This is an optimization exercise on Yosys and OpenROAD, whose aim is small area, a short achievable clock period and few clock cycles per item, not a production implementation.
The RTL was checked by simulation tests, not by an equivalence proof against the original design.
Power and IR drop assume default switching activity.

$ cat flow/config.mk
export PLATFORM = sky130hd
export DESIGN_NAME = bds_top
export DESIGN_NICKNAME = bds_top
export VERILOG_FILES = /design/flow/design.v
export SDC_FILE = /design/flow/constraint.sdc
export NUM_CORES = 4
export LEC_CHECK = 0
export CAP_MARGIN = 20
export CORE_MARGIN = 2
export CORE_UTILIZATION = 50
export PLACE_DENSITY = 0.75
export SETUP_SLACK_MARGIN = 4.5
export SLEW_MARGIN = 20
$ cat flow/design.v
`timescale 1ns / 1ps
package bds_pkg;
  localparam int SBR_WIDTH   = 13;
  localparam int MAX_RATIO   = 32;
  localparam int FIRST_RATIO = 4;
  localparam int CLK_W       = 28;
  localparam int BAUD_W      = 23;
  localparam int OSR_W       = 5;
  localparam int RATIO_W     = 6;
  localparam int DIV_W       = 16;
  localparam int QUO_W       = 28;
  localparam int CNT_W       = 5;
  localparam logic [DIV_W-1:0] DIV_SAT = {DIV_W{1'b1}};
  localparam logic [OSR_W-1:0] EDGE_LOW  = OSR_W'(3);
  localparam logic [OSR_W-1:0] EDGE_HIGH = OSR_W'(6);
  typedef struct packed {
    logic [CLK_W-1:0]  clock_hz;
    logic [BAUD_W-1:0] baud_wanted;
  } query_t;
  typedef struct packed {
    logic [OSR_W-1:0]     osr_field;
    logic [SBR_WIDTH-1:0] sbr_divisor;
    logic                 both_edge;
    logic [CLK_W-1:0]     rate_error;
    logic                 divisor_overflow;
  } result_t;
  typedef struct packed {
    logic             start;
    logic [QUO_W-1:0] dividend;
    logic [QUO_W-1:0] divisor;
  } div_req_t;
  typedef struct packed {
    logic             done;
    logic [QUO_W-1:0] quotient;
  } div_rsp_t;
endpackage
`timescale 1ns / 1ps
module bds_divider
(
  input  logic [7:0] nr1,      
  input  logic [7:0] nr2,      
  input  logic [7:0] nr3,      
  input  logic [4:0] rem_in,   
  input  logic [1:0] bits,     
  output logic [4:0] rem_out,
  output logic [1:0] quo
);
  logic [6:0] t;
  logic [8:0] d1, d2, d3;
  assign t  = {rem_in, bits};
  assign d1 = {2'b0, t} + {1'b0, nr1};
  assign d2 = {2'b0, t} + {1'b0, nr2};
  assign d3 = {2'b0, t} + {1'b0, nr3};
  always_comb begin
    if (d3[8]) begin
      quo     = 2'd3;
      rem_out = d3[4:0];
    end else if (d2[8]) begin
      quo     = 2'd2;
      rem_out = d2[4:0];
    end else if (d1[8]) begin
      quo     = 2'd1;
      rem_out = d1[4:0];
    end else begin
      quo     = 2'd0;
      rem_out = t[4:0];
    end
  end
endmodule
module bds_add #(parameter int W = 25)   
(
  input  logic [W-1:0] a,
  input  logic [W-1:0] b,
  input  logic         ci,
  output logic [W-1:0] s,
  output logic         co
);
  localparam int L = 5;   
  logic [W:0] g [L+1];
  logic [W:0] p [L+1];
  always_comb begin
    g[0][0] = ci;
    p[0][0] = 1'b0;
    for (int i = 0; i < W; i++) begin
      g[0][i + 1] = a[i] & b[i];
      p[0][i + 1] = a[i] ^ b[i];
    end
    for (int l = 0; l < L; l++) begin
      for (int i = 0; i <= W; i++) begin
        if (((i >> l) & 1) == 1) begin
          g[l + 1][i] = g[l][i] | (p[l][i] & g[l][((i >> l) << l) - 1]);
          p[l + 1][i] = p[l][i] & p[l][((i >> l) << l) - 1];
        end else begin
          g[l + 1][i] = g[l][i];
          p[l + 1][i] = p[l][i];
        end
      end
    end
    for (int i = 0; i < W; i++) begin
      s[i] = p[0][i + 1] ^ g[L][i];
    end
    co = g[L][W];
  end
endmodule
`timescale 1ns / 1ps
module baud_divisor_search
(
  input  logic    clk,
  input  logic    rst,
  input  logic    query_valid,
  output logic    query_stall,
  input  bds_pkg::query_t  query,
  output logic    result_valid,
  input  logic    result_stall,
  output bds_pkg::result_t result
);
  localparam logic [3:0] S_IDLE  = 4'd0;
  localparam logic [3:0] S_QDIV  = 4'd1;
  localparam logic [3:0] S_START = 4'd2;
  localparam logic [3:0] S_SEL   = 4'd3;
  localparam logic [3:0] S_CAND  = 4'd4;
  localparam logic [3:0] S_DIV   = 4'd5;
  localparam logic [3:0] S_ESUB  = 4'd6;
  localparam logic [3:0] S_CMP   = 4'd7;
  localparam logic [3:0] S_FIN   = 4'd8;
  localparam logic [3:0] S_FIN2  = 4'd9;
  localparam logic [3:0] S_FIN3  = 4'd10;
  localparam logic [3:0] S_FSCAN = 4'd11;
  localparam logic [3:0] S_ACC   = 4'd12;
  localparam logic [3:0] S_OUT   = 4'd13;
  localparam logic [1:0] K_NORM = 2'd0;   
  localparam logic [1:0] K_BUMP = 2'd1;   
  localparam logic [1:0] K_SAT  = 2'd2;   
  localparam logic [1:0] K_ZERO = 2'd3;   
  logic [3:0]  state;
  logic        qs;
  logic [22:0] rem;
  logic [27:0] quo;
  logic [22:0] dvs;
  logic [4:0]  cnt;
  logic [1:0]  kind;
  logic [4:0]  osr;        
  logic [4:0]  cm;         
  logic        cdf;        
  logic [20:0] qv;         
  logic        qbig;       
  logic [5:0]  sosr;       
  logic [4:0]  mrem;       
  logic [3:0]  grp;        
  logic [1:0]  gbits;      
  logic        dffff;      
  logic        lastv;      
  logic [4:0]  mlast;      
  logic        dlast;      
  logic [5:0]  mmin;       
  logic        pend;       
  logic [22:0] best_err;
  logic [4:0]  best_osr;
  logic [1:0]  best_kind;
  logic [27:0] qc;
  logic [22:0] qb;
  assign qc = query.clock_hz;
  assign qb = query.baud_wanted;
  logic        inv;
  logic        cin;        
  logic [23:0] eval;
  logic [23:0] trial;
  logic [24:0] diff;
  logic        fits;
  logic        skip;
  logic        last;
  logic [22:0] rem_step;
  logic [27:0] quo_step;
  logic [4:0]  cnt_step;
  assign inv   = (kind == K_BUMP) || (kind == K_ZERO);
  always_ff @(posedge clk) begin
    cin <= !(state == S_DIV && last && inv);
  end
  assign trial = {rem, quo[27]};
  assign eval  = diff[23:0] ^ {24{inv}};
  logic        dco;
  bds_add #(.W(25)) u_sub (
    .a  ({1'b0, trial}),
    .b  ({2'b11, ~dvs}),
    .ci (cin),
    .s  (diff),
    .co (dco)
  );
  assign fits  = !diff[24];
  assign skip  = (cnt >= 5'd4) && (rem[22:19] == 4'd0) && ({rem[18:0], quo[27:24]} < dvs);
  always_comb begin
    if (skip) begin
      rem_step = {rem[18:0], quo[27:24]};
      quo_step = {quo[23:0], 4'b0};
      cnt_step = cnt - 5'd4;
      last     = (cnt == 5'd4);
    end else begin
      rem_step = fits ? diff[22:0] : trial[22:0];
      quo_step = {quo[26:0], fits};
      cnt_step = cnt - 5'd1;
      last     = (cnt == 5'd1);
    end
  end
  logic [3:0]  top;        
  logic [21:0] qpad;
  logic [1:0]  gtop;       
  logic [1:0]  gtop1;      
  logic [1:0]  gtop2;      
  logic [1:0]  gdec;       
  logic [4:0]  m_next;
  logic [1:0]  q2;
  logic        dffff_next;
  assign qpad = {1'b0, qv};
  always_comb begin
    top = 4'd0;
    for (int i = 1; i < 11; i++) begin
      if (|qpad[2*i +: 2]) top = 4'(i);
    end
    gtop  = 2'b0;
    gtop1 = 2'b0;
    gtop2 = 2'b0;
    gdec  = 2'b0;
    for (int i = 0; i < 11; i++) begin
      if (top == 4'(i)) gtop = qpad[2*i +: 2];
      if (top == 4'(i + 1)) gtop1 = qpad[2*i +: 2];
      if (top == 4'(i + 2)) gtop2 = qpad[2*i +: 2];
      if (grp == 4'(i + 1)) gdec = qpad[2*i +: 2];
    end
  end
  logic [7:0]  nr1, nr2, nr3;
  logic [5:0]  sosr_d;     
  logic        sosr_we;
  logic [5:0]  sosr_st;    
  logic [7:0]  nr3_d;
  assign nr1 = ~{3'b0, sosr[4:0]};
  assign nr2 = {nr1[6:0], 1'b0};
  always_ff @(posedge clk) begin
    if (sosr_we) nr3 <= nr3_d;
  end
  bds_divider u_div (
    .nr1     (nr1),
    .nr2     (nr2),
    .nr3     (nr3),
    .rem_in  (mrem),
    .bits    (gbits),
    .rem_out (m_next),
    .quo     (q2)
  );
  assign dffff_next = (grp <= 4'd7) ? (dffff & (&q2)) : dffff;
  logic        pre2;
  logic [4:0]  mrem_init;
  logic [3:0]  grp_init;
  logic [1:0]  gbits_init;
  logic        dffff_init;
  always_comb begin
    pre2 = (sosr_d >= 6'd15) && (top >= 4'd2);
    if (top == 4'd0) begin
      mrem_init  = 5'd0;
      grp_init   = 4'd0;
      gbits_init = gtop;
      dffff_init = 1'b0;
    end else if (pre2) begin
      mrem_init  = {1'b0, gtop, gtop1};
      grp_init   = top - 4'd2;
      gbits_init = gtop2;
      dffff_init = (top >= 4'd9);
    end else begin
      mrem_init  = {3'b0, gtop};
      grp_init   = top - 4'd1;
      gbits_init = gtop1;
      dffff_init = (top >= 4'd8);
    end
  end
  logic        sdh;        
  logic        dhi_next;
  logic        dlo2;       
  logic [1:0]  dlo4;       
  logic        dlh;        
  logic [4:0]  dll;        
  logic        clos;       
  assign dhi_next = sdh | ((grp >= 4'd3) ? (|q2) : (grp == 4'd2) ? q2[1] : 1'b0);
  logic        searching;   
  logic        sfin;        
  logic        srun;        
  logic        snew;        
  logic        sdone;       
  assign searching = (state == S_SEL) || (state == S_CAND) || (state == S_DIV) ||
                     (state == S_ESUB) || (state == S_CMP);
  assign sfin  = (mmin == 6'd0) || sosr[5] || ((qv[20:6] == 15'd0) && (qv[5:0] <= sosr));
  assign srun  = searching && !pend && !sfin && !snew;
  assign snew  = lastv && ({1'b0, mlast} < mmin);
  assign sdone = sfin && !lastv && !pend;
  logic        r4_norm;
  assign r4_norm = !qbig && (qv[20:18] == 3'd0) && (qv[17:2] != 16'd0);
  logic        exact4;
  assign exact4 = r4_norm && (qv[1:0] == 2'd0) && (rem < {2'b0, qv});
  logic        fin4;
  assign fin4 = (best_kind == K_NORM) && (best_osr == 5'd3);
  logic [6:0]  xadd;       
  logic [21:0] qsum;
  logic [5:0]  ratio;
  assign ratio = {1'b0, osr} + 6'd1;
  always_ff @(posedge clk) begin
    if (state == S_ESUB)       xadd <= {1'b0, ratio} - {2'b0, cm};
    else if (state == S_FIN)   xadd <= {2'b0, best_osr} + 7'd1;
    else if (state == S_START) xadd <= 7'd0 - {5'b0, qv[1:0]};
    else                       xadd <= 7'd0 - {2'b0, mlast};
  end
  assign qsum  = {1'b0, qv} + {{15{xadd[6]}}, xadd};
  logic        first;
  logic        lt;
  logic        ez;
  logic        go_bump;
  logic        is_sat;
  logic [4:0]  zosr;       
  logic        has_zero;
  assign first    = (osr == 5'd3) && (kind != K_BUMP);
  assign lt       = diff[24] || first;
  assign ez       = (trial == 24'd0);
  assign go_bump  = (kind == K_NORM) && lt && (osr != 5'd3) && !cdf && !ez && !clos;
  assign is_sat   = qbig || (qv[20:16] > osr);
  assign has_zero = (qv[20:5] == 16'd0);
  assign zosr     = (qv[4:0] < 5'd3) ? 5'd3 : qv[4:0];
  logic [3:0]  nxt_state;
  logic [1:0]  nxt_kind;
  logic        nxt_div;     
  always_comb begin
    nxt_state = S_SEL;
    nxt_kind  = K_SAT;
    nxt_div   = 1'b0;
    if (is_sat) begin
      nxt_state = S_DIV;
      nxt_div   = 1'b1;
    end else if (pend) begin
      nxt_state = S_CAND;
    end else if (sdone) begin
      if (has_zero) begin
        nxt_state = S_DIV;
        nxt_kind  = K_ZERO;
        nxt_div   = 1'b1;
      end else begin
        nxt_state = S_FIN;
      end
    end
  end
  always_ff @(posedge clk) begin
    if (rst) begin
      state        <= S_IDLE;
      qs           <= 1'b1;
      result_valid <= 1'b0;
    end else begin
      qs      <= 1'b1;
      case (state)
        S_IDLE: begin
          if (query_valid) state <= S_QDIV;
        end
        S_QDIV: begin
          if (last) state <= S_START;
        end
        S_START: begin
          state <= exact4 ? S_FIN : r4_norm ? S_CAND : S_SEL;
          if (exact4) qs <= 1'b0;
        end
        S_SEL: begin
          state <= nxt_state;
        end
        S_CAND: state <= S_DIV;
        S_DIV: begin
          if (last) state <= S_ESUB;
        end
        S_ESUB: state <= S_CMP;
        S_CMP: begin
          if ((ez && kind != K_BUMP) || kind == K_ZERO) begin
            state <= S_FIN;
          end else if (go_bump) begin
            state <= S_DIV;
          end else if (kind == K_SAT && osr == 5'd31) begin
            state <= S_FIN;
          end else if (kind != K_SAT && pend) begin
            state <= S_CAND;
          end else begin
            state <= S_SEL;
          end
        end
        S_FIN: begin
          if (best_kind == K_SAT || best_kind == K_ZERO || fin4) begin
            if (!qs) begin
              state        <= S_OUT;
              result_valid <= 1'b1;
            end else begin
              state <= S_ACC;
              qs    <= 1'b0;
            end
          end else if (best_kind == K_BUMP) begin
            state <= S_FIN2;
          end else begin
            state <= S_FSCAN;
          end
        end
        S_FIN2:  state <= S_FIN3;
        S_FIN3:  state <= S_FSCAN;
        S_FSCAN: begin
          if (grp == 4'd1) qs <= 1'b0;
          if (grp == 4'd0) begin
            if (!qs) begin
              state        <= S_OUT;
              result_valid <= 1'b1;
            end else begin
              state <= S_ACC;
              qs    <= 1'b0;
            end
          end
        end
        S_ACC: begin
          state        <= S_OUT;
          result_valid <= 1'b1;
        end
        S_OUT: begin
          if (!result_stall) begin
            state        <= query_valid ? S_QDIV : S_IDLE;
            result_valid <= 1'b0;
          end
        end
        default: state <= S_IDLE;
      endcase
    end
  end
  always_ff @(posedge clk) begin
    case (state)
      S_IDLE, S_OUT: begin
        quo <= qc;
        rem <= '0;
        dvs <= qb;
        cnt <= 5'd28;
        osr <= 5'd3;
      end
      S_QDIV: begin
        rem <= rem_step;
        quo <= quo_step;
        cnt <= cnt_step;
        if (last) begin
          qv   <= quo_step[20:0];
          qbig <= |quo_step[27:21];
        end
      end
      S_SEL: begin
        quo  <= qc;
        rem  <= '0;
        cnt  <= 5'd28;
        kind <= nxt_kind;
        if (nxt_kind == K_ZERO) begin
          osr <= zosr;
          dvs <= {17'b0, {1'b0, zosr} + 6'd1};
        end else begin
          dvs <= {2'b0, osr, 11'h7FF, ~osr};
        end
      end
      S_CAND: begin
        osr  <= sosr[4:0] - 5'd1;
        cm   <= mlast;
        cdf  <= dlast;
        clos <= ({mlast, 1'b0} + 6'd3 <= sosr) && (dlh || (dll > mlast));
        dvs  <= {1'b0, qsum};
        quo  <= qc;
        rem  <= '0;
        cnt  <= 5'd28;
        kind <= K_NORM;
      end
      S_DIV: begin
        cnt <= cnt_step;
        if (last) begin
          dvs     <= qb;
          rem     <= quo_step[23:1];
          quo[27] <= quo_step[0];
        end else begin
          rem <= rem_step;
          quo <= quo_step;
        end
      end
      S_ESUB: begin
        dvs     <= best_err;
        rem     <= eval[23:1];
        quo[27] <= eval[0];
      end
      S_START: begin
        if (exact4) begin
          best_err  <= '0;
          best_kind <= K_NORM;
          best_osr  <= 5'd3;
        end
      end
      S_CMP: begin
        if (lt || (ez && kind != K_BUMP)) begin
          best_err  <= trial[22:0];
          best_kind <= kind;
          if (kind != K_BUMP) best_osr <= osr;
        end
        dvs  <= {1'b0, qsum};
        quo  <= qc;
        rem  <= '0;
        cnt  <= 5'd28;
        kind <= K_BUMP;
        if (kind == K_SAT) osr <= osr + 5'd1;
      end
      S_FIN: begin
        if (best_kind == K_SAT)  qv <= 21'd65535;
        if (best_kind == K_ZERO) qv <= 21'd1;
        if (fin4)                qv <= {2'b0, qv[20:2]};
        osr <= best_osr;
        cm  <= '0;
        quo <= '0;
      end
      S_FIN2: begin
        qv <= qsum[20:0];
      end
      S_FSCAN: begin
        quo <= {quo[25:0], q2};
        if (grp == 4'd0) qv <= {quo[18:0], q2};
      end
      default: begin
      end
    endcase
  end
  always_comb begin
    sosr_we = 1'b1;
    if (state == S_START) begin
      sosr_d = sosr_st;
    end else if (state == S_FIN || state == S_FIN3) begin
      sosr_d = {1'b0, best_osr};
    end else begin
      sosr_d  = sosr + 6'd1;
      sosr_we = searching && srun && (grp == 4'd0);
    end
  end
  always_ff @(posedge clk) begin
    if (sosr_we) sosr <= sosr_d;
  end
  always_comb begin
    if (r4_norm)   sosr_st = 6'd4;
    else if (qbig) sosr_st = 6'd32;
    else           sosr_st = (qv[20:16] < 5'd3) ? 6'd3 : {1'b0, qv[20:16]};
    if (state == S_START || state == S_FIN || state == S_FIN3)
      nr3_d = ~({2'b0, sosr_d} + {1'b0, sosr_d, 1'b0} + 8'd2);
    else
      nr3_d = nr3 - 8'd3;
  end
  always_ff @(posedge clk) begin
    if (state == S_START) begin
      mrem  <= mrem_init;
      grp   <= grp_init;
      gbits <= gbits_init;
      dffff <= dffff_init;
      sdh   <= 1'b0;
      dlo2  <= 1'b0;
      dlo4  <= 2'b0;
      lastv <= 1'b0;
      if (r4_norm) begin
        mmin  <= {4'b0, qv[1:0]};
        pend  <= 1'b1;
        mlast <= {3'b0, qv[1:0]};
        dlast <= (qv[17:2] == 16'hFFFF);
        dlh   <= |qv[20:7];
        dll   <= qv[6:2];
      end else begin
        mmin  <= 6'd32;
        pend  <= 1'b0;
      end
    end else if (state == S_FIN || state == S_FIN3) begin
      mrem  <= mrem_init;
      grp   <= grp_init;
      gbits <= gbits_init;
      lastv <= 1'b0;
      pend  <= 1'b0;
    end else if (state == S_FSCAN) begin
      mrem  <= m_next;
      grp   <= grp - 4'd1;
      gbits <= gdec;
    end else if (searching) begin
      if (state == S_CAND) pend <= 1'b0;
      if (snew) begin
        pend <= 1'b1;
        mmin <= {1'b0, mlast};
      end
      lastv <= 1'b0;
      if (srun) begin
        if (grp == 4'd0) begin
          lastv <= 1'b1;
          mlast <= m_next;
          dlast <= dffff_next;
          dlh   <= dhi_next;
          dll   <= {dlo2, dlo4, q2};
          sdh   <= 1'b0;
          dlo2  <= 1'b0;
          dlo4  <= 2'b0;
          mrem  <= mrem_init;
          grp   <= grp_init;
          gbits <= gbits_init;
          dffff <= dffff_init;
        end else begin
          mrem  <= m_next;
          grp   <= grp - 4'd1;
          gbits <= gdec;
          dffff <= dffff_next;
          sdh   <= dhi_next;
          if (grp == 4'd1) dlo4 <= q2;
          if (grp == 4'd2) dlo2 <= q2[0];
        end
      end
    end
  end
  assign query_stall = qs;
  always_comb begin
    result.osr_field        = best_osr;
    result.sbr_divisor      = qv[bds_pkg::SBR_WIDTH-1:0];
    result.both_edge        = (best_osr >= bds_pkg::EDGE_LOW) && (best_osr <= bds_pkg::EDGE_HIGH);
    result.rate_error       = {5'b0, best_err};
    result.divisor_overflow = |qv[15:bds_pkg::SBR_WIDTH];
  end
endmodule
`timescale 1ns / 1ps
module bds_top
(
  input  logic        clk,
  input  logic        rst,
  input  logic        query_valid,
  output logic        query_stall,
  input  logic [27:0] query_clock_hz,
  input  logic [22:0] query_baud_wanted,
  output logic        result_valid,
  input  logic        result_stall,
  output logic [4:0]  result_osr_field,
  output logic [12:0] result_sbr_divisor,
  output logic        result_both_edge,
  output logic [27:0] result_rate_error,
  output logic        result_divisor_overflow
);
  bds_pkg::query_t  query;
  bds_pkg::result_t result;
  assign query.clock_hz    = query_clock_hz;
  assign query.baud_wanted = query_baud_wanted;
  baud_divisor_search u_search (
    .clk          (clk),
    .rst          (rst),
    .query_valid  (query_valid),
    .query_stall  (query_stall),
    .query        (query),
    .result_valid (result_valid),
    .result_stall (result_stall),
    .result       (result)
  );
  assign result_osr_field        = result.osr_field;
  assign result_sbr_divisor      = result.sbr_divisor;
  assign result_both_edge        = result.both_edge;
  assign result_rate_error       = result.rate_error;
  assign result_divisor_overflow = result.divisor_overflow;
endmodule
$ cat flow/constraint.sdc
create_clock -name core_clock -period 8.0 [get_ports {clk}]
set_input_delay 1.6000 -clock core_clock [delete_from_list [all_inputs] [get_ports {clk}]]
set_output_delay 1.6000 -clock core_clock [all_outputs]
set_load 0.01 [all_outputs]
$ cat flow/run.sh
#!/bin/bash
# synth_recipe.tcl (not shown) runs the flow's synth.tcl, then flattens the netlist and writes it again
# the make line also repeats each setting of config.mk as NAME=value (left out here)
make -C /OpenROAD-flow-scripts/flow DESIGN_CONFIG=/design/flow/config.mk WORK_HOME=/design/flow/orfs CLKGATE_MAP_FILE= SYNTH_SCRIPT=/design/flow/synth_recipe.tcl finish
==> results of run 1 <==
==> cell usage in the layout (no fill, tap or decap), drive strengths merged, types with 77 or more instances in the layout <==
cell	count
nor2	186
inv	128
clkdlybuf4s50	95
edfxtp	190
a21oi	137
nand2	218
buf	150
o21ai	149
xnor2	77
ha	171
==> layout make-up <==
| cell class | instances | area (µm²) |
|---|---|---|
| flip-flops and latches | 209 | 6090 |
| fillers | 2985 | 13500 |
| repair buffers | 252 | 2310 |
| multi-input cells | 1608 | 11900 |
| clock buffers | 35 | 726 |
| clock inverters | 14 | 120 |
| inverters | 127 | 477 |
| well taps | 461 | 577 |
==> per-stage QoR <==
stage	cells	worst slack (ns)	total power, mW	hold slack (ns)
global placement	2532	3.56	4.51	0.413
CTS	2649	4.39	5.91	0.442
floorplan	2060	4.54	3.65	0.400
global route	2706	4.16	6.69	0.457
detailed placement	2532	3.49	4.54	0.423
finish	2706	4.26	6.44	0.439
==> routing by layer <==
layer / vias up / global-route usage (%) / wire, µm
li1: 7975 / - / -
met1: 8674 / 47.7 / 27600
met2: 1480 / 59.0 / 33400
met3: 431 / 12.1 / 10300
met4: 0 / 18.9 / 5430
met5: - / 0 / 0
==> cell families after synthesis <==
logic type | share of synthesized area [%]
multiplexers | 3.12
AND/OR/NAND/NOR | 17.1
other | 0.0207
buffers and inverters | 5.91
XOR/XNOR | 5.13
AO/OA/AOI/OAI | 22.1
adder cells (fa/ha/maj) | 13.1
flip-flops | 33.6
==> power by group through the flow <==
stage                     clock, mW  sequential, mW  combinational (mW)
after global placement            0            1.80                2.71
after CTS                      1.21            1.76                2.95
after floorplan                   0            1.67                1.97
after global routing           1.25            1.79                3.65
after detailed placement          0            1.81                2.73
final                          1.21            1.78                3.45
==> cells in the mapped netlist (12+ instances only) <==
cell type	n	share of area (%)
sky130_fd_sc_hd__a2111oi_0	12	0.58
sky130_fd_sc_hd__a211oi_1	35	1.4
sky130_fd_sc_hd__a21o_1	30	1.2
sky130_fd_sc_hd__a21oi_1	136	3.8
sky130_fd_sc_hd__a221oi_1	15	0.72
sky130_fd_sc_hd__a22oi_1	29	1.2
sky130_fd_sc_hd__a31oi_1	12	0.41
sky130_fd_sc_hd__and2_1	15	0.52
sky130_fd_sc_hd__buf_4	23	0.95
sky130_fd_sc_hd__clkbuf_1	79	1.6
sky130_fd_sc_hd__dfxtp_1	19	2.1
sky130_fd_sc_hd__edfxtp_1	190	31
sky130_fd_sc_hd__fa_1	12	1.3
sky130_fd_sc_hd__ha_1	171	12
sky130_fd_sc_hd__inv_1	127	2.6
sky130_fd_sc_hd__mux2i_1	43	2.4
sky130_fd_sc_hd__nand2_1	218	4.5
sky130_fd_sc_hd__nand2b_1	27	0.93
sky130_fd_sc_hd__nand3_1	42	1.2
sky130_fd_sc_hd__nand4_1	24	0.83
sky130_fd_sc_hd__nor2_1	185	3.8
sky130_fd_sc_hd__nor2b_1	22	0.76
sky130_fd_sc_hd__nor3_1	41	1.1
sky130_fd_sc_hd__nor4_1	21	0.72
sky130_fd_sc_hd__o211ai_1	24	0.99
sky130_fd_sc_hd__o21a_1	25	1.0
sky130_fd_sc_hd__o21ai_0	147	4.1
sky130_fd_sc_hd__o221ai_1	19	0.92
sky130_fd_sc_hd__o22ai_1	14	0.48
sky130_fd_sc_hd__or2_2	14	0.48
sky130_fd_sc_hd__xnor2_1	77	3.7
sky130_fd_sc_hd__xor2_1	24	1.2
==> how the worst max path moves through the flow <==
stage | start | to | depth (start not counted)
floorplan | u_search.quo[27] | u_search.best_err[0] | 12
global placement | u_search.qv[4] | u_search.gbits[1] | 13
detailed placement | u_search.rem[9] | u_search.quo[8] | 9
CTS | u_search.qv[12] | u_search.dvs[0] | 8
global route | u_search.qv[12] | u_search.nr3[6] | 17
finish | u_search.qv[15] | u_search.nr3[6] | 17
==> registers in the layout, summed over array words and instances (netlist names), 5 cells and up <==
| register | cells |
|---|---|
| u_search.qv | 21 |
| u_search.mlast | 5 |
| u_search.quo | 28 |
| u_search.cm | 5 |
| u_search.nr3 | 8 |
| u_search.osr | 5 |
| u_search.cnt | 5 |
| u_search.sosr | 6 |
| u_search.mmin | 6 |
| u_search.dvs | 23 |
| u_search.dll | 5 |
| u_search.mrem | 5 |
| u_search.rem | 23 |
| u_search.xadd | 7 |
| u_search.best_err | 23 |
| u_search.best_osr | 5 |
==> what timing repair did <==
action | 4_1_cts | 5_1_grt
gates cloned | 4 | 6
gates resized for setup | 72 | 134
pin swaps | 17 | 50
setup buffers | 64 | 51
setup endpoints to repair | 250 | 137
hold endpoints to repair | 0 | 0
==> worst register-to-register path: stages (launching register included) <==
cell and delay, ns:
sky130_fd_sc_hd__edfxtp_1 0.47, sky130_fd_sc_hd__or4_4 0.55, sky130_fd_sc_hd__buf_6 0.14, sky130_fd_sc_hd__nor2_4 0.13, sky130_fd_sc_hd__a41oi_4 0.14, sky130_fd_sc_hd__buf_6 0.17, sky130_fd_sc_hd__a211oi_4 0.40, sky130_fd_sc_hd__o221ai_2 0.22
sky130_fd_sc_hd__ha_2 0.22, sky130_fd_sc_hd__inv_2 0.06, sky130_fd_sc_hd__ha_4 0.12, sky130_fd_sc_hd__inv_2 0.04, sky130_fd_sc_hd__fa_2 0.36, sky130_fd_sc_hd__inv_1 0.06, sky130_fd_sc_hd__a21o_1 0.12, sky130_fd_sc_hd__a21oi_2 0.05
sky130_fd_sc_hd__xnor2_1 0.15, sky130_fd_sc_hd__a21oi_1 0.08
==> qor.yml, run 1 <==
status: "complete, no violations"
route.vias.total: 18600
htree_levels: 1
path_delay_family: "compound AO/OA/AOI/OAI gates"
final_core_utilization_pct: 62.2
critPathMaxStageDelay_ns: 0.55
min_period_ns: 3.74
worstPathBufferInverterCount: 5
clk_pin_slew_worst_paths_ns: 0.07
timing.critical_path.required_ns: 8.30
syn2layout_area_growth_pct: 22.3
layout-drive-gt1-share_pct: 15.8
share_seq_of_total_power_pct: 27.6
internal-power_mw: 3.63
setup-violations-final: 0
cts.hold.buffers_added: 0
timing.reg2reg.worst_path_depth: 17
mean_instance_size_in_the_synthesized_netlist_um2: 8.82
die_footprint_um2: 37800
p_switching_mw: 2.82
worst-endpoint-arrival_ns: 4.04
final_cell_area_um2: 22200
synth_edf_count: 190
post-route-drc-count: 0
setup-tns-final_ns: 0
synth.distinct_cells: 88
port-buffer-count: 99
clockRootBuffer: "sky130_fd_sc_hd__clkbuf_16"
die_width_um: 194
share_of_async_settable_or_async_resettable_flops_after_synthesis_pct: 0
clock_latency_ns: 0.57
design.portCount: 105
holdPathEnd: "u_search.cdf"
critical_path.max_fanout: 3
core_area_um2: 35700
timing_hold_violations_final: 0
detailedRoute.firstPassIterationCount: 8
grt_max_degree: 43
yosys_warnings: 5
antennaDiodeCount: 0
initial_utilization_pct: 50.9
skew_ns: 0.0160
mapped_cells: 2056
worstReg2RegStart: "u_search.qv[15]"
timing.critical_path.to_type: "register"
ys.flop_type: "sky130_fd_sc_hd__edfxtp_1"
cts_tree: "yes"
clk_path_buf_depth: 3
dp_hpwl_um: 53400
max_clock_freq_mhz: 267
cts_sinks: 209
static-leakage-power_nw: 8.94
grt.total_usage_pct: 38.0
cts_bufs_inserted: 27
wl_per_cell_um: 28.3
detail_route.wirelength_um: 76600
switching_share_pct: 43.7
path_cells: "or4_4, buf_6, nor2_4, a41oi_4, buf_6, a211oi_4, o221ai_2, ha_2, inv_2, ha_4, inv_2, fa_2, inv_1, a21o_1, a21oi_2, xnor2_1, a21oi_1"
first_global_vias: 17400
antenna_found_initial: 1
post_drt_via_cell_ratio: 6.86
pwr_density_cell_nw_per_um2: 291
setup.worst_path.class: "register to register"
r2r_end: "u_search.nr3[6]"
combinational_power_share_pct: 53.5
clock_power_share_pct: 18.8
final_net_count: 2463
cell_area_after_placement_um2: 19400
worstMarginPinSlew_ns: 1.20
final_min_period_over_clock_period_pct: 46.7
synth_seq_area_share_pct: 33.6
timing.hold.worst_path_depth: 0
start_kind: "register"
setup.reg_to_reg.worst_slack_ns: 4.26
gpl.final_weighted_congestion: 1.07
aggregate_global_routing_overflow: 0
drt_first_iter_violations: 3077
crit_slowest_cell: "sky130_fd_sc_hd__or4_4"
slew-limit-headroom_pct: 19.7
netlist_area_um2: 18100
rsz0062_at_grt: "true"
hold_class: "register to register"
ys_ff_latch: 209
hold_path_startpoint: "u_search.dlast"
grt_pass1_wl_um: 109000
drv.max_cap_violation_count: 0
cell_rows: 69
number_of_nets_with_antenna_violations_after_detailed_routing: 0
floorplan.die.height_um: 194
report.final.slew_viol_count: 0
worst_ir_drop_vdd_mv: 0.268
Testbench counts, summed over its fixed seeds: cycles 16,411, queries 256.
==> inputs of run 2 (changes only) <==
--- a/flow/design.v
+++ b/flow/design.v
@@ -165,7 +165,12 @@
   logic        cin;        
   logic [23:0] eval;
-  logic [23:0] trial;
-  logic [24:0] diff;
-  logic        fits;
+  logic [24:0] trial;
+  logic [25:0] diff;       
+  logic [25:0] diff2;      
+  logic [25:0] diff3;      
+  logic [24:0] d3;         
+  logic        dnew;       
+  logic        hold;       
+  logic [1:0]  qd;         
   logic        skip;
   logic        last;
@@ -177,15 +182,42 @@
     cin <= !(state == S_DIV && last && inv);
   end
-  assign trial = {rem, quo[27]};
   assign eval  = diff[23:0] ^ {24{inv}};
-  logic        dco;
-  bds_add #(.W(25)) u_sub (
+  logic [24:0] d3_sum;
+  logic        d3_co, dco, dco2, dco3;
+  bds_add #(.W(25)) u_d3 (
+    .a  ({2'b0, dvs}),
+    .b  ({1'b0, dvs, 1'b0}),
+    .ci (1'b0),
+    .s  (d3_sum),
+    .co (d3_co)
+  );
+  always_ff @(posedge clk) begin
+    d3   <= d3_sum;
+    dnew <= (state == S_IDLE) || (state == S_SEL) || (state == S_CAND) || (state == S_CMP);
+  end
+  assign trial = {rem, quo[27:26]};
+  bds_add #(.W(26)) u_sub1 (
     .a  ({1'b0, trial}),
-    .b  ({2'b11, ~dvs}),
+    .b  ({3'b111, ~dvs}),
     .ci (cin),
     .s  (diff),
     .co (dco)
   );
-  assign fits  = !diff[24];
+  bds_add #(.W(26)) u_sub2 (
+    .a  ({1'b0, trial}),
+    .b  ({2'b11, ~dvs, 1'b1}),
+    .ci (1'b1),
+    .s  (diff2),
+    .co (dco2)
+  );
+  bds_add #(.W(26)) u_sub3 (
+    .a  ({1'b0, trial}),
+    .b  ({1'b1, ~d3}),
+    .ci (1'b1),
+    .s  (diff3),
+    .co (dco3)
+  );
+  assign qd    = !diff3[25] ? 2'd3 : !diff2[25] ? 2'd2 : !diff[25] ? 2'd1 : 2'd0;
+  assign hold  = dnew && !skip;
   assign skip  = (cnt >= 5'd4) && (rem[22:19] == 4'd0) && ({rem[18:0], quo[27:24]} < dvs);
   always_comb begin
@@ -196,8 +228,13 @@
       last     = (cnt == 5'd4);
     end else begin
-      rem_step = fits ? diff[22:0] : trial[22:0];
-      quo_step = {quo[26:0], fits};
-      cnt_step = cnt - 5'd1;
-      last     = (cnt == 5'd1);
+      case (qd)
+        2'd3:    rem_step = diff3[22:0];
+        2'd2:    rem_step = diff2[22:0];
+        2'd1:    rem_step = diff[22:0];
+        default: rem_step = trial[22:0];
+      endcase
+      quo_step = {quo[25:0], qd};
+      cnt_step = cnt - 5'd2;
+      last     = (cnt == 5'd2) && !hold;
     end
   end
@@ -293,8 +330,4 @@
   logic        r4_norm;
   assign r4_norm = !qbig && (qv[20:18] == 3'd0) && (qv[17:2] != 16'd0);
-  logic        exact4;
-  assign exact4 = r4_norm && (qv[1:0] == 2'd0) && (rem < {2'b0, qv});
-  logic        fin4;
-  assign fin4 = (best_kind == K_NORM) && (best_osr == 5'd3);
   logic [6:0]  xadd;       
   logic [21:0] qsum;
@@ -302,8 +335,7 @@
   assign ratio = {1'b0, osr} + 6'd1;
   always_ff @(posedge clk) begin
-    if (state == S_ESUB)       xadd <= {1'b0, ratio} - {2'b0, cm};
-    else if (state == S_FIN)   xadd <= {2'b0, best_osr} + 7'd1;
-    else if (state == S_START) xadd <= 7'd0 - {5'b0, qv[1:0]};
-    else                       xadd <= 7'd0 - {2'b0, mlast};
+    if (state == S_ESUB)     xadd <= {1'b0, ratio} - {2'b0, cm};
+    else if (state == S_FIN) xadd <= {2'b0, best_osr} + 7'd1;
+    else                     xadd <= 7'd0 - {2'b0, mlast};
   end
   assign qsum  = {1'b0, qv} + {{15{xadd[6]}}, xadd};
@@ -316,6 +348,6 @@
   logic        has_zero;
   assign first    = (osr == 5'd3) && (kind != K_BUMP);
-  assign lt       = diff[24] || first;
-  assign ez       = (trial == 24'd0);
+  assign lt       = diff[25] || first;
+  assign ez       = (trial == 25'd0);
   assign go_bump  = (kind == K_NORM) && lt && (osr != 5'd3) && !cdf && !ez && !clos;
   assign is_sat   = qbig || (qv[20:16] > osr);
@@ -358,8 +390,5 @@
           if (last) state <= S_START;
         end
-        S_START: begin
-          state <= exact4 ? S_FIN : r4_norm ? S_CAND : S_SEL;
-          if (exact4) qs <= 1'b0;
-        end
+        S_START: state <= S_SEL;
         S_SEL: begin
           state <= nxt_state;
@@ -384,12 +413,7 @@
         end
         S_FIN: begin
-          if (best_kind == K_SAT || best_kind == K_ZERO || fin4) begin
-            if (!qs) begin
-              state        <= S_OUT;
-              result_valid <= 1'b1;
-            end else begin
-              state <= S_ACC;
-              qs    <= 1'b0;
-            end
+          if (best_kind == K_SAT || best_kind == K_ZERO) begin
+            state <= S_ACC;
+            qs    <= 1'b0;
           end else if (best_kind == K_BUMP) begin
             state <= S_FIN2;
@@ -401,13 +425,7 @@
         S_FIN3:  state <= S_FSCAN;
         S_FSCAN: begin
-          if (grp == 4'd1) qs <= 1'b0;
           if (grp == 4'd0) begin
-            if (!qs) begin
-              state        <= S_OUT;
-              result_valid <= 1'b1;
-            end else begin
-              state <= S_ACC;
-              qs    <= 1'b0;
-            end
+            state <= S_ACC;
+            qs    <= 1'b0;
           end
         end
@@ -418,5 +436,5 @@
         S_OUT: begin
           if (!result_stall) begin
-            state        <= query_valid ? S_QDIV : S_IDLE;
+            state        <= S_IDLE;
             result_valid <= 1'b0;
           end
@@ -428,5 +446,5 @@
   always_ff @(posedge clk) begin
     case (state)
-      S_IDLE, S_OUT: begin
+      S_IDLE: begin
         quo <= qc;
         rem <= '0;
@@ -436,7 +454,9 @@
       end
       S_QDIV: begin
-        rem <= rem_step;
-        quo <= quo_step;
-        cnt <= cnt_step;
+        if (!hold) begin
+          rem <= rem_step;
+          quo <= quo_step;
+          cnt <= cnt_step;
+        end
         if (last) begin
           qv   <= quo_step[20:0];
@@ -468,10 +488,10 @@
       end
       S_DIV: begin
-        cnt <= cnt_step;
+        if (!hold) cnt <= cnt_step;
         if (last) begin
-          dvs     <= qb;
-          rem     <= quo_step[23:1];
-          quo[27] <= quo_step[0];
-        end else begin
+          dvs        <= qb;
+          rem        <= {1'b0, quo_step[23:2]};
+          quo[27:26] <= quo_step[1:0];
+        end else if (!hold) begin
           rem <= rem_step;
           quo <= quo_step;
@@ -480,13 +500,6 @@
       S_ESUB: begin
         dvs     <= best_err;
-        rem     <= eval[23:1];
-        quo[27] <= eval[0];
-      end
-      S_START: begin
-        if (exact4) begin
-          best_err  <= '0;
-          best_kind <= K_NORM;
-          best_osr  <= 5'd3;
-        end
+        rem        <= {1'b0, eval[23:2]};
+        quo[27:26] <= eval[1:0];
       end
       S_CMP: begin
@@ -504,10 +517,9 @@
       end
       S_FIN: begin
-        if (best_kind == K_SAT)  qv <= 21'd65535;
-        if (best_kind == K_ZERO) qv <= 21'd1;
-        if (fin4)                qv <= {2'b0, qv[20:2]};
         osr <= best_osr;
         cm  <= '0;
         quo <= '0;
+        if (best_kind == K_SAT)  quo <= 28'd65535;
+        if (best_kind == K_ZERO) quo <= 28'd1;
       end
       S_FIN2: begin
@@ -516,5 +528,4 @@
       S_FSCAN: begin
         quo <= {quo[25:0], q2};
-        if (grp == 4'd0) qv <= {quo[18:0], q2};
       end
       default: begin
@@ -554,8 +565,8 @@
       dlo2  <= 1'b0;
       dlo4  <= 2'b0;
-      lastv <= 1'b0;
+      mmin  <= 6'd32;
+      pend  <= 1'b0;
       if (r4_norm) begin
-        mmin  <= {4'b0, qv[1:0]};
-        pend  <= 1'b1;
+        lastv <= 1'b1;
         mlast <= {3'b0, qv[1:0]};
         dlast <= (qv[17:2] == 16'hFFFF);
@@ -563,6 +574,5 @@
         dll   <= qv[6:2];
       end else begin
-        mmin  <= 6'd32;
-        pend  <= 1'b0;
+        lastv <= 1'b0;
       end
     end else if (state == S_FIN || state == S_FIN3) begin
@@ -612,8 +622,8 @@
   always_comb begin
     result.osr_field        = best_osr;
-    result.sbr_divisor      = qv[bds_pkg::SBR_WIDTH-1:0];
+    result.sbr_divisor      = quo[bds_pkg::SBR_WIDTH-1:0];
     result.both_edge        = (best_osr >= bds_pkg::EDGE_LOW) && (best_osr <= bds_pkg::EDGE_HIGH);
     result.rate_error       = {5'b0, best_err};
-    result.divisor_overflow = |qv[15:bds_pkg::SBR_WIDTH];
+    result.divisor_overflow = |quo[15:bds_pkg::SBR_WIDTH];
   end
 endmodule
--- a/flow/config.mk
+++ b/flow/config.mk
@@ -9,5 +9,4 @@
 export CORE_MARGIN = 2
 export CORE_UTILIZATION = 50
-export PLACE_DENSITY = 0.75
 export SETUP_SLACK_MARGIN = 4.5
 export SLEW_MARGIN = 20
==> run 2 against run 1 <==
Combinational power increased by 110%. Clock-buffer cell count up 6. Area after synthesis up 17%. Die area is 17% higher. Critical path depth shrank 4. First-iteration DRC count shrank 23%. Utilization decreased by 0.38 points. Maximum frequency increased by 2.4%. Global-route usage grew 0.080 points. Design area increased by 17%. Register-to-register slack better by 0.09 ns. Critical path type unchanged.
==> qor.yml, run 2 <==
aggregate_global_routing_overflow: 0  # unchanged
final_min_period_over_clock_period_pct: 45.6  # was 46.7%
dp_worst_setup_slack_ns: 3.40  # was 3.49 ns
switching_share_pct: 48.4  # was 43.7%
yosys_warnings: 8  # was 5
setup-violations-final: 0  # unchanged
timing.critical_path.to_type: "register"  # unchanged
worst_ir_drop_vdd_mv: 0.235  # was 0.268 mV
number_of_nets_with_antenna_violations_after_detailed_routing: 0  # unchanged
layout-drive-gt1-share_pct: 17.3  # was 15.8%
synth_edf_count: 183  # was 190
report.final.slew_viol_count: 0  # unchanged
max_clock_freq_mhz: 274  # was 267 MHz
share_of_async_settable_or_async_resettable_flops_after_synthesis_pct: 0  # unchanged
ys_ff_latch: 234  # was 209
hold_class: "register to register"  # unchanged
combinational_power_share_pct: 67.7  # was 53.5%
start_kind: "register"  # unchanged
final_core_utilization_pct: 61.8  # was 62.2%
reg.largest.list: "u_search.quo: 28 flops, u_search.d3: 25 flops"
worst-endpoint-arrival_ns: 3.99  # was 4.04 ns
final_net_count: 2942  # was 2463
commonest_cells_after_routing_fill_and_taps_aside: "sky130_fd_sc_hd__nand2_1 (214), sky130_fd_sc_hd__ha_1 (207), sky130_fd_sc_hd__buf_4 (186), sky130_fd_sc_hd__edfxtp_1 (183), sky130_fd_sc_hd__nor2_1 (181)"  # was sky130_fd_sc_hd__nand2_1 (209), sky130_fd_sc_hd__edfxtp_1 (190), sky130_fd_sc_hd__nor2_1 (173), sky130_fd_sc_hd__ha_1 (163), sky130_fd_sc_hd__o21ai_0 (133)
critPathMaxStageDelay_ns: 0.43  # was 0.55 ns
detailedRoute.firstPassIterationCount: 8  # unchanged
static-leakage-power_nw: 10.7  # was 8.94 nW
cts_sinks: 234  # was 209
postLayoutSetupSlackWorst_ns: 4.35  # was 4.26 ns
p_switching_mw: 5.11  # was 2.82 mW
dp_hpwl_um: 62200  # was 53400 µm
timing_hold_violations_final: 0  # unchanged
cell_area_after_placement_um2: 22800  # was 19400 µm²
grt_pass1_wl_um: 127000  # was 109000 µm
port-buffer-count: 99  # unchanged
largest_register_ffs: 28  # unchanged
rsz0062_at_grt: "true"  # unchanged
path_cells: "buf_4, ha_1, o21ai_2, a2111oi_4, o2111a_2, or3_4, inv_2, fa_1, xor2_1, nand2_1, o31ai_1, a221oi_1, a221o_1"  # was or4_4, buf_6, nor2_4, a41oi_4, buf_6, a211oi_4, o221ai_2, ha_2, inv_2, ha_4, inv_2, fa_2, inv_1, a21o_1, a21oi_2, xnor2_1, a21oi_1
antennaDiodeCount: 0  # unchanged
clk_pin_slew_worst_paths_ns: 0.07  # about the same
yosysTopAreaCellShare_pct: 25.8  # was 31.5%
die_width_um: 210  # was 194 µm
netlist_area_um2: 21300  # was 18100 µm²
crit_slowest_cell: "sky130_fd_sc_hd__fa_1"  # was sky130_fd_sc_hd__or4_4
final_cell_area_um2: 26000  # was 22200 µm²
synth.most_common_cell: "sky130_fd_sc_hd__nand2_1"  # unchanged
design.portCount: 105  # unchanged
synth_seq_area_share_pct: 30.6  # was 33.6%
slew-limit-headroom_pct: 32.0  # was 19.7%
drt_first_iter_violations: 2376  # was 3077
final.fill_count: 3673  # was 2985
yosys-top-cells-area: "sky130_fd_sc_hd__edfxtp_1 (26%), sky130_fd_sc_hd__ha_1 (13%), sky130_fd_sc_hd__dfxtp_1 (4.8%)"  # was sky130_fd_sc_hd__edfxtp_1 (31%), sky130_fd_sc_hd__ha_1 (12%), sky130_fd_sc_hd__nand2_1 (4.5%)
die_footprint_um2: 44300  # was 37800 µm²
cts.hold.buffers_added: 0  # unchanged
mapped_cells: 2421  # was 2056
drv.max_cap_violation_count: 0  # unchanged
worstMarginPinSlew_ns: 1.02  # was 1.20 ns
ys_top_cells_by_count: "sky130_fd_sc_hd__nand2_1 (227), sky130_fd_sc_hd__ha_1 (219), sky130_fd_sc_hd__nor2_1 (192)"  # was sky130_fd_sc_hd__nand2_1 (218), sky130_fd_sc_hd__edfxtp_1 (190), sky130_fd_sc_hd__nor2_1 (185)
share_seq_of_total_power_pct: 20.1  # was 27.6%
post_drt_via_cell_ratio: 6.62  # was 6.86
floorplan.die.height_um: 210  # was 194 µm
gpl.final_weighted_congestion: 0.971  # was 1.07
cts_tree: "yes"  # unchanged
grt_max_degree: 43  # unchanged
top_register: "u_search.quo"  # unchanged
layout_commonest_cell: "sky130_fd_sc_hd__nand2_1"  # unchanged
initial_utilization_pct: 50.7  # was 50.9%
clockRootBuffer: "sky130_fd_sc_hd__clkbuf_16"  # unchanged
synth.distinct_cells: 112  # was 88
setup.worst_path.class: "register to register"  # unchanged
pwr_density_cell_nw_per_um2: 406  # was 291 nW/µm²
htree_levels: 1  # unchanged
cell_rows: 75  # was 69
clock_latency_ns: 0.59  # was 0.57 ns
core_area_um2: 42000  # was 35700 µm²
min_period_ns: 3.65  # was 3.74 ns
library_cell_occupying_the_most_area_in_the_post_synthesis_netlist: "sky130_fd_sc_hd__edfxtp_1"  # unchanged
wl_per_cell_um: 27.1  # was 28.3 µm
status: "complete, no violations"  # unchanged
timing.critical_path.required_ns: 8.34  # was 8.30 ns
first_global_vias: 20400  # was 17400
setup-tns-final_ns: 0  # unchanged
internal-power_mw: 5.44  # was 3.63 mW
syn2layout_area_growth_pct: 22.0  # was 22.3%
skew_ns: 0.0184  # was 0.0160 ns
clock_power_share_pct: 12.3  # was 18.8%
cts_bufs_inserted: 29  # was 27
antenna_found_initial: 1  # unchanged
grt.total_usage_pct: 38.1  # was 38.0%
post-route-drc-count: 0  # unchanged
mean_instance_size_in_the_synthesized_netlist_um2: 8.80  # was 8.82 µm²
ys.flop_type: "sky130_fd_sc_hd__edfxtp_1"  # unchanged
route.vias.total: 21200  # was 18600
detail_route.wirelength_um: 86700  # was 76600 µm
critical_path.max_fanout: 6  # was 3
clk_path_buf_depth: 3  # unchanged
run 2: cell types whose count changed after synthesis, moves of 14 or more:
| cell | delta |
|---|---|
| sky130_fd_sc_hd__dfxtp_1 | +32 |
| sky130_fd_sc_hd__o21ai_1 | +26 |
| sky130_fd_sc_hd__o21ai_0 | -54 |
| sky130_fd_sc_hd__xor2_1 | +20 |
| sky130_fd_sc_hd__xnor2_1 | +21 |
| sky130_fd_sc_hd__ha_1 | +48 |
| sky130_fd_sc_hd__a22oi_1 | -14 |
| sky130_fd_sc_hd__nor3_1 | +18 |
| sky130_fd_sc_hd__inv_1 | +24 |
| sky130_fd_sc_hd__or3_1 | +14 |
| sky130_fd_sc_hd__a21oi_1 | +51 |
| sky130_fd_sc_hd__nand3_1 | +32 |
| sky130_fd_sc_hd__a221oi_1 | +14 |
| sky130_fd_sc_hd__a31oi_1 | +15 |
run 2: power by group through the flow:
stage | logic (mW) | clock network (mW) | registers, mW
5_1_grt | 7.54 | 1.34 | 2.14
2_1_floorplan | 3.89 | 0 | 2.03
4_1_cts | 6.50 | 1.29 | 2.11
3_5_place_dp | 5.58 | 0 | 2.20
3_3_place_gp | 5.55 | 0 | 2.20
6_report | 7.14 | 1.29 | 2.12
run 2: cell families (layout without fill, tap and decap cells):
kind of cell / after synthesis / in the layout / synth area share [%]
AND/OR/NAND/NOR: 765 / 765 / 17.5
AO/OA/AOI/OAI: 723 / 724 / 23.6
buffers and inverters: 271 / 511 / 5.35
adder cells (fa/ha/maj): 242 / 242 / 15.0
flip-flops: 234 / 234 / 30.6
XOR/XNOR: 143 / 143 / 5.94
multiplexers: 42 / 42 / 2.06
other: 1 / 5 / 0.0176
run 2: final timing paths:
kind	startpoint	endpoint	slack, ns	depth (start not counted)
min reg2reg	u_search.dlast	u_search.cdf	0.45	0
max	u_search.rem[0]	u_search.rem[16]	4.35	13
min	u_search.dlast	u_search.cdf	0.45	0
max reg2reg	u_search.rem[0]	u_search.rem[16]	4.35	13
run 2: through the flow:
| step | hold WS (ns) | cells | power, mW |
|---|---|---|---|
| 6_report | 0.448 | 3205 | 10.5 |
| 5_1_grt | 0.445 | 3205 | 11.0 |
| 4_1_cts | 0.440 | 3139 | 9.90 |
| 3_5_place_dp | 0.405 | 2978 | 7.79 |
| 3_3_place_gp | 0.402 | 2978 | 7.75 |
| 2_1_floorplan | 0.400 | 2425 | 5.92 |
run 2: repair_timing:
action / 4_1_cts / 5_1_grt
pin swaps: 27 / 36
endpoints found under the setup margin: 229 / 160
cloned: 7 / 2
gates resized for setup: 118 / 96
setup buffers: 102 / 64
run 2: final cells by class:
class | instances | area, µm² | area share [%]
Clock buffer | 41 | 811 | 3.12
Clock inverter | 11 | 82.6 | 0.318
Inverter | 152 | 604 | 2.33
Multi-Input combinational cell | 1921 | 14600 | 56.0
Sequential cell | 234 | 6520 | 25.1
Tap cell | 539 | 674 | 2.59
Timing Repair Buffer | 304 | 2720 | 10.5
Timing Repair inverter | 3 | 26.3 | 0.101
run 2: critical path, delay by kind of cell, from the launching register on:
family / cells / cell delay [ns]
compound gates: 6 / 1.52
fa+ha+maj: 2 / 0.79
flops: 1 / 0.37
simple gates: 2 / 0.28
buf+inv: 2 / 0.26
xor+xnor: 1 / 0.18
run 2: per-layer routing:
layer	vias up	wire length, µm	global-route usage [%]
li1	9518	-	-
met1	10200	32200	44.8
met2	1133	40800	64.5
met3	337	6660	5.96
met4	2	7060	25.3
met5	-	13	0
Testbench counts of run 2, summed over its fixed seeds: cycles 14,576, queries 256.
==> inputs of run 3 (changes only) <==
--- a/flow/design.v
+++ b/flow/design.v
@@ -129,4 +129,5 @@
   localparam logic [3:0] S_ACC   = 4'd12;
   localparam logic [3:0] S_OUT   = 4'd13;
+  localparam logic [3:0] S_FIN4  = 4'd14;
   localparam logic [1:0] K_NORM = 2'd0;   
   localparam logic [1:0] K_BUMP = 2'd1;   
@@ -194,5 +195,6 @@
   always_ff @(posedge clk) begin
     d3   <= d3_sum;
-    dnew <= (state == S_IDLE) || (state == S_SEL) || (state == S_CAND) || (state == S_CMP);
+    dnew <= (state == S_IDLE) || (state == S_OUT) || (state == S_SEL) || (state == S_CAND) ||
+            (state == S_CMP);
   end
   assign trial = {rem, quo[27:26]};
@@ -240,8 +242,11 @@
   end
   logic [3:0]  top;        
+  logic [3:0]  top_c;
+  logic [1:0]  gtop_c, gtop1_c, gtop2_c, gtop3_c;
   logic [21:0] qpad;
   logic [1:0]  gtop;       
   logic [1:0]  gtop1;      
   logic [1:0]  gtop2;      
+  logic [1:0]  gtop3;      
   logic [1:0]  gdec;       
   logic [4:0]  m_next;
@@ -250,19 +255,28 @@
   assign qpad = {1'b0, qv};
   always_comb begin
-    top = 4'd0;
+    top_c = 4'd0;
     for (int i = 1; i < 11; i++) begin
-      if (|qpad[2*i +: 2]) top = 4'(i);
+      if (|qpad[2*i +: 2]) top_c = 4'(i);
     end
-    gtop  = 2'b0;
-    gtop1 = 2'b0;
-    gtop2 = 2'b0;
-    gdec  = 2'b0;
+    gtop_c  = 2'b0;
+    gtop1_c = 2'b0;
+    gtop2_c = 2'b0;
+    gtop3_c = 2'b0;
+    gdec    = 2'b0;
     for (int i = 0; i < 11; i++) begin
-      if (top == 4'(i)) gtop = qpad[2*i +: 2];
-      if (top == 4'(i + 1)) gtop1 = qpad[2*i +: 2];
-      if (top == 4'(i + 2)) gtop2 = qpad[2*i +: 2];
+      if (top_c == 4'(i)) gtop_c = qpad[2*i +: 2];
+      if (top_c == 4'(i + 1)) gtop1_c = qpad[2*i +: 2];
+      if (top_c == 4'(i + 2)) gtop2_c = qpad[2*i +: 2];
+      if (top_c == 4'(i + 3)) gtop3_c = qpad[2*i +: 2];
       if (grp == 4'(i + 1)) gdec = qpad[2*i +: 2];
     end
   end
+  always_ff @(posedge clk) begin
+    top   <= top_c;
+    gtop  <= gtop_c;
+    gtop1 <= gtop1_c;
+    gtop2 <= gtop2_c;
+    gtop3 <= gtop3_c;
+  end
   logic [7:0]  nr1, nr2, nr3;
   logic [5:0]  sosr_d;     
@@ -286,4 +300,8 @@
   assign dffff_next = (grp <= 4'd7) ? (dffff & (&q2)) : dffff;
   logic        pre2;
+  logic        pre3;
+  logic        sinit;       
+  logic [5:0]  s_init_osr;  
+  assign s_init_osr = sinit ? sosr : sosr_d;
   logic [4:0]  mrem_init;
   logic [3:0]  grp_init;
@@ -291,5 +309,6 @@
   logic        dffff_init;
   always_comb begin
-    pre2 = (sosr_d >= 6'd15) && (top >= 4'd2);
+    pre3 = (top >= 4'd3) && ({gtop, gtop1, gtop2} <= s_init_osr);
+    pre2 = (top >= 4'd2) && ({2'b0, gtop, gtop1} <= s_init_osr);
     if (top == 4'd0) begin
       mrem_init  = 5'd0;
@@ -297,4 +316,9 @@
       gbits_init = gtop;
       dffff_init = 1'b0;
+    end else if (pre3) begin
+      mrem_init  = {gtop[0], gtop1, gtop2};
+      grp_init   = top - 4'd3;
+      gbits_init = gtop3;
+      dffff_init = (top >= 4'd10);
     end else if (pre2) begin
       mrem_init  = {1'b0, gtop, gtop1};
@@ -325,9 +349,13 @@
                      (state == S_ESUB) || (state == S_CMP);
   assign sfin  = (mmin == 6'd0) || sosr[5] || ((qv[20:6] == 15'd0) && (qv[5:0] <= sosr));
-  assign srun  = searching && !pend && !sfin && !snew;
+  assign srun  = searching && !pend && !sfin && !snew && !sinit;
   assign snew  = lastv && ({1'b0, mlast} < mmin);
   assign sdone = sfin && !lastv && !pend;
   logic        r4_norm;
   assign r4_norm = !qbig && (qv[20:18] == 3'd0) && (qv[17:2] != 16'd0);
+  logic        exact4;
+  assign exact4 = r4_norm && (qv[1:0] == 2'd0) && (rem < {2'b0, qv});
+  logic        fin4;
+  assign fin4 = (best_kind == K_NORM) && (best_osr == 5'd3);
   logic [6:0]  xadd;       
   logic [21:0] qsum;
@@ -335,7 +363,8 @@
   assign ratio = {1'b0, osr} + 6'd1;
   always_ff @(posedge clk) begin
-    if (state == S_ESUB)     xadd <= {1'b0, ratio} - {2'b0, cm};
-    else if (state == S_FIN) xadd <= {2'b0, best_osr} + 7'd1;
-    else                     xadd <= 7'd0 - {2'b0, mlast};
+    if (state == S_ESUB)       xadd <= {1'b0, ratio} - {2'b0, cm};
+    else if (state == S_FIN)   xadd <= {2'b0, best_osr} + 7'd1;
+    else if (state == S_START) xadd <= 7'd0 - {5'b0, qv[1:0]};
+    else                       xadd <= 7'd0 - {2'b0, mlast};
   end
   assign qsum  = {1'b0, qv} + {{15{xadd[6]}}, xadd};
@@ -390,5 +419,8 @@
           if (last) state <= S_START;
         end
-        S_START: state <= S_SEL;
+        S_START: begin
+          state <= exact4 ? S_FIN : r4_norm ? S_CAND : S_SEL;
+          if (exact4) qs <= 1'b0;
+        end
         S_SEL: begin
           state <= nxt_state;
@@ -413,7 +445,12 @@
         end
         S_FIN: begin
-          if (best_kind == K_SAT || best_kind == K_ZERO) begin
-            state <= S_ACC;
-            qs    <= 1'b0;
+          if (best_kind == K_SAT || best_kind == K_ZERO || fin4) begin
+            if (!qs) begin
+              state        <= S_OUT;
+              result_valid <= 1'b1;
+            end else begin
+              state <= S_ACC;
+              qs    <= 1'b0;
+            end
           end else if (best_kind == K_BUMP) begin
             state <= S_FIN2;
@@ -423,9 +460,16 @@
         end
         S_FIN2:  state <= S_FIN3;
-        S_FIN3:  state <= S_FSCAN;
+        S_FIN3:  state <= S_FIN4;
+        S_FIN4:  state <= S_FSCAN;
         S_FSCAN: begin
+          if (grp == 4'd1) qs <= 1'b0;
           if (grp == 4'd0) begin
-            state <= S_ACC;
-            qs    <= 1'b0;
+            if (!qs) begin
+              state        <= S_OUT;
+              result_valid <= 1'b1;
+            end else begin
+              state <= S_ACC;
+              qs    <= 1'b0;
+            end
           end
         end
@@ -436,5 +480,5 @@
         S_OUT: begin
           if (!result_stall) begin
-            state        <= S_IDLE;
+            state        <= query_valid ? S_QDIV : S_IDLE;
             result_valid <= 1'b0;
           end
@@ -446,5 +490,5 @@
   always_ff @(posedge clk) begin
     case (state)
-      S_IDLE: begin
+      S_IDLE, S_OUT: begin
         quo <= qc;
         rem <= '0;
@@ -503,4 +547,11 @@
         quo[27:26] <= eval[1:0];
       end
+      S_START: begin
+        if (exact4) begin
+          best_err  <= '0;
+          best_kind <= K_NORM;
+          best_osr  <= 5'd3;
+        end
+      end
       S_CMP: begin
         if (lt || (ez && kind != K_BUMP)) begin
@@ -517,9 +568,10 @@
       end
       S_FIN: begin
+        if (best_kind == K_SAT)  qv <= 21'd65535;
+        if (best_kind == K_ZERO) qv <= 21'd1;
+        if (fin4)                qv <= {2'b0, qv[20:2]};
         osr <= best_osr;
         cm  <= '0;
         quo <= '0;
-        if (best_kind == K_SAT)  quo <= 28'd65535;
-        if (best_kind == K_ZERO) quo <= 28'd1;
       end
       S_FIN2: begin
@@ -528,4 +580,5 @@
       S_FSCAN: begin
         quo <= {quo[25:0], q2};
+        if (grp == 4'd0) qv <= {quo[18:0], q2};
       end
       default: begin
@@ -537,5 +590,5 @@
     if (state == S_START) begin
       sosr_d = sosr_st;
-    end else if (state == S_FIN || state == S_FIN3) begin
+    end else if (state == S_FIN || state == S_FIN4) begin
       sosr_d = {1'b0, best_osr};
     end else begin
@@ -551,5 +604,5 @@
     else if (qbig) sosr_st = 6'd32;
     else           sosr_st = (qv[20:16] < 5'd3) ? 6'd3 : {1'b0, qv[20:16]};
-    if (state == S_START || state == S_FIN || state == S_FIN3)
+    if (state == S_START || state == S_FIN || state == S_FIN4)
       nr3_d = ~({2'b0, sosr_d} + {1'b0, sosr_d, 1'b0} + 8'd2);
     else
@@ -557,16 +610,13 @@
   end
   always_ff @(posedge clk) begin
+    sinit <= (state == S_START);
     if (state == S_START) begin
-      mrem  <= mrem_init;
-      grp   <= grp_init;
-      gbits <= gbits_init;
-      dffff <= dffff_init;
       sdh   <= 1'b0;
       dlo2  <= 1'b0;
       dlo4  <= 2'b0;
-      mmin  <= 6'd32;
-      pend  <= 1'b0;
       if (r4_norm) begin
-        lastv <= 1'b1;
+        mmin  <= {4'b0, qv[1:0]};
+        pend  <= 1'b1;
+        lastv <= 1'b0;
         mlast <= {3'b0, qv[1:0]};
         dlast <= (qv[17:2] == 16'hFFFF);
@@ -574,7 +624,9 @@
         dll   <= qv[6:2];
       end else begin
+        mmin  <= 6'd32;
+        pend  <= 1'b0;
         lastv <= 1'b0;
       end
-    end else if (state == S_FIN || state == S_FIN3) begin
+    end else if (state == S_FIN || state == S_FIN4) begin
       mrem  <= mrem_init;
       grp   <= grp_init;
@@ -587,4 +639,10 @@
       gbits <= gdec;
     end else if (searching) begin
+      if (sinit) begin
+        mrem  <= mrem_init;
+        grp   <= grp_init;
+        gbits <= gbits_init;
+        dffff <= dffff_init;
+      end
       if (state == S_CAND) pend <= 1'b0;
       if (snew) begin
@@ -622,8 +680,8 @@
   always_comb begin
     result.osr_field        = best_osr;
-    result.sbr_divisor      = quo[bds_pkg::SBR_WIDTH-1:0];
+    result.sbr_divisor      = qv[bds_pkg::SBR_WIDTH-1:0];
     result.both_edge        = (best_osr >= bds_pkg::EDGE_LOW) && (best_osr <= bds_pkg::EDGE_HIGH);
     result.rate_error       = {5'b0, best_err};
-    result.divisor_overflow = |quo[15:bds_pkg::SBR_WIDTH];
+    result.divisor_overflow = |qv[15:bds_pkg::SBR_WIDTH];
   end
 endmodule
==> run 3 against run 2 <==
Non-clock buffer count up 107. Critical path depth up 7. Final cell count up 9.5%. Critical path type unchanged. Sequential cell count up 13. Synthesized cell count up 6.2%. Clock-buffer cell count down 5.
==> qor.yml, run 3 <==
start_kind: "register"  # unchanged
timing.reg2reg.worst_path_depth: 20  # was 13
layout_commonest_cell: "sky130_fd_sc_hd__nand2_1"  # unchanged
yosys_warnings: 8  # unchanged
cts_bufs_inserted: 30  # was 29
skew_ns: 0.0142  # was 0.0184 ns
internal-power_mw: 6.95  # was 5.44 mW
path_cells: "inv_1, nand3_2, nor2_4, a41oi_4, nor2b_4, nor2_4, o21ai_0, o211a_1, mux2i_4, ha_4, o21a_1, o21a_1, o21ai_1, nand2b_1, a31oi_4, buf_6, buf_4, nor3_1, a211oi_1, o22ai_1"  # was buf_4, ha_1, o21ai_2, a2111oi_4, o2111a_2, or3_4, inv_2, fa_1, xor2_1, nand2_1, o31ai_1, a221oi_1, a221o_1
critPathMaxStageDelay_ns: 0.44  # was 0.43 ns
aggregate_global_routing_overflow: 0  # unchanged
synth_edf_count: 189  # was 183
gpl.final_weighted_congestion: 0.996  # was 0.971
ys_ff_latch: 247  # was 234
clk_pin_slew_worst_paths_ns: 0.07  # about the same
synth.most_common_cell: "sky130_fd_sc_hd__nand2_1"  # unchanged
htree_levels: 1  # unchanged
post-route-drc-count: 0  # unchanged
largest_register_ffs: 28  # unchanged
commonest_cells_after_routing_fill_and_taps_aside: "sky130_fd_sc_hd__nand2_1 (240), sky130_fd_sc_hd__ha_1 (236), sky130_fd_sc_hd__buf_4 (236), sky130_fd_sc_hd__edfxtp_1 (189), sky130_fd_sc_hd__nor2_1 (182)"  # was sky130_fd_sc_hd__nand2_1 (214), sky130_fd_sc_hd__ha_1 (207), sky130_fd_sc_hd__buf_4 (186), sky130_fd_sc_hd__edfxtp_1 (183), sky130_fd_sc_hd__nor2_1 (181)
critical_path.endpoint: "u_search.grp[1]"  # was u_search.rem[16]
route.vias.total: 23500  # was 21200
netlist_area_um2: 22300  # was 21300 µm²
yosys-top-cells-area: "sky130_fd_sc_hd__edfxtp_1 (25%), sky130_fd_sc_hd__ha_1 (14%), sky130_fd_sc_hd__dfxtp_1 (5.2%)"  # was sky130_fd_sc_hd__edfxtp_1 (26%), sky130_fd_sc_hd__ha_1 (13%), sky130_fd_sc_hd__dfxtp_1 (4.8%)
cp-startpoint: "u_search.qv[13]"  # was u_search.rem[0]
clockRootBuffer: "sky130_fd_sc_hd__clkbuf_16"  # unchanged
dp_hpwl_um: 67900  # was 62200 µm
worstMarginPinSlew_ns: 1.16  # was 1.02 ns
critical_path.max_fanout: 5  # was 6
status: "complete, no violations"  # unchanged
hold_class: "register to register"  # unchanged
timing_hold_violations_final: 0  # unchanged
share_seq_of_total_power_pct: 17.0  # was 20.1%
cts_tree: "yes"  # unchanged
max_clock_freq_mhz: 240  # was 274 MHz
maxUsedRoutingLayer: "met5"  # unchanged
setup-violations-final: 0  # unchanged
mapped_cells: 2570  # was 2421
worstReg2RegStart: "u_search.qv[13]"  # was u_search.rem[0]
port-buffer-count: 99  # unchanged
combinational_power_share_pct: 72.0  # was 67.7%
clock_power_share_pct: 10.9  # was 12.3%
final_net_count: 3222  # was 2942
timing.critical_path.required_ns: 8.32  # was 8.34 ns
fin_worst_hold_slack_ns: 0.441  # was 0.448 ns
clock_latency_ns: 0.59  # about the same
setup-tns-final_ns: 0  # unchanged
place.detailed.instances: 3172  # was 2978
final_cells: 3509  # was 3205
first_global_vias: 21400  # was 20400
[run 3: cell count changes after synthesis, sizes merged, moves of 13 or more]
cell and delta:
inv +20, nor3 -13, a22oi +16, ha +32
o21ai +60, o22ai +15, a221oi -24, and2 +25
nand3 -20, nand2 +23
[run 3: repair_timing]
item | 4_1_cts | 5_1_grt
hold buffers | 0 | 0
resized for setup | 241 | 219
gates cloned | 9 | 12
endpoints found under the setup margin | 288 | 233
pin swaps | 76 | 97
setup buffers | 160 | 100
[run 3: worst min path at each step]
stage	from	to	slack, ns	cells past startpoint
6_report	u_search.dlast	u_search.cdf	0.44	0
2_1_floorplan	u_search.dlast	u_search.cdf	0.40	0
3_3_place_gp	u_search.dlast	u_search.cdf	0.42	0
4_1_cts	u_search.dlast	u_search.cdf	0.44	0
5_1_grt	u_search.dlast	u_search.cdf	0.45	0
3_5_place_dp	u_search.dlast	u_search.cdf	0.42	0
[run 3: routing by layer]
metal | track usage [%] | vias up
met1 | 57.5 | 11100
met5 | 0 | -
met3 | 10.0 | 351
li1 | - | 10200
met4 | 15.8 | 2
met2 | 55.7 | 1796
[run 3: logic make-up after synthesis]
| group | synth area share, % |
|---|---|
| DFF | 30.6 |
| AOI/OAI and AO/OA | 23.8 |
| buffers and inverters | 5.65 |
| xor gates and xnor gates | 5.65 |
| and+or+nand+nor | 16.2 |
| muxes | 1.97 |
| other | 0.0168 |
| adders and majority gates | 16.1 |
[run 3: stage by stage]
stage          worst slack, ns  instance area (µm²)
6_report                  3.84                29200
5_1_grt                   3.72                29200
4_1_cts                   4.03                27200
3_5_place_dp              2.82                23900
3_3_place_gp              2.85                23900
2_1_floorplan             4.35                22500
[run 3: area by class of cell]
type / instances / area, µm² / share of cell area, %
multi-input combinational: 2028 / 16000 / 54.6
timing repair buffer: 411 / 3930 / 13.4
inverter: 172 / 692 / 2.37
tap: 592 / 741 / 2.53
clock buffer: 36 / 795 / 2.72
antenna: 1 / 2.50 / 0.00856
clock inverter: 19 / 216 / 0.740
timing repair inverter: 3 / 38.8 / 0.133
sequential: 247 / 6850 / 23.4
[run 3: power groups by stage]
| stage | Combinational (mW) | Sequential, mW | Clock [mW] |
|---|---|---|---|
| floorplan | 4.36 | 2.17 | 0 |
| global placement | 6.09 | 2.37 | 0 |
| detailed placement | 6.19 | 2.37 | 0 |
| CTS | 7.70 | 2.26 | 1.46 |
| global route | 10.1 | 2.30 | 1.51 |
| finish | 9.64 | 2.28 | 1.46 |
Testbench counts of run 3, summed over its fixed seeds: cycles 11,813, queries 256.

Setup slack of run 3, layout unchanged: 3.836 ns with ideal ports, 3.836 ns with driving cells assumed (clock clkbuf_16, inputs buf_2), 3.836 ns with port delays also shifted by the 0.648 ns mid clock arrival.
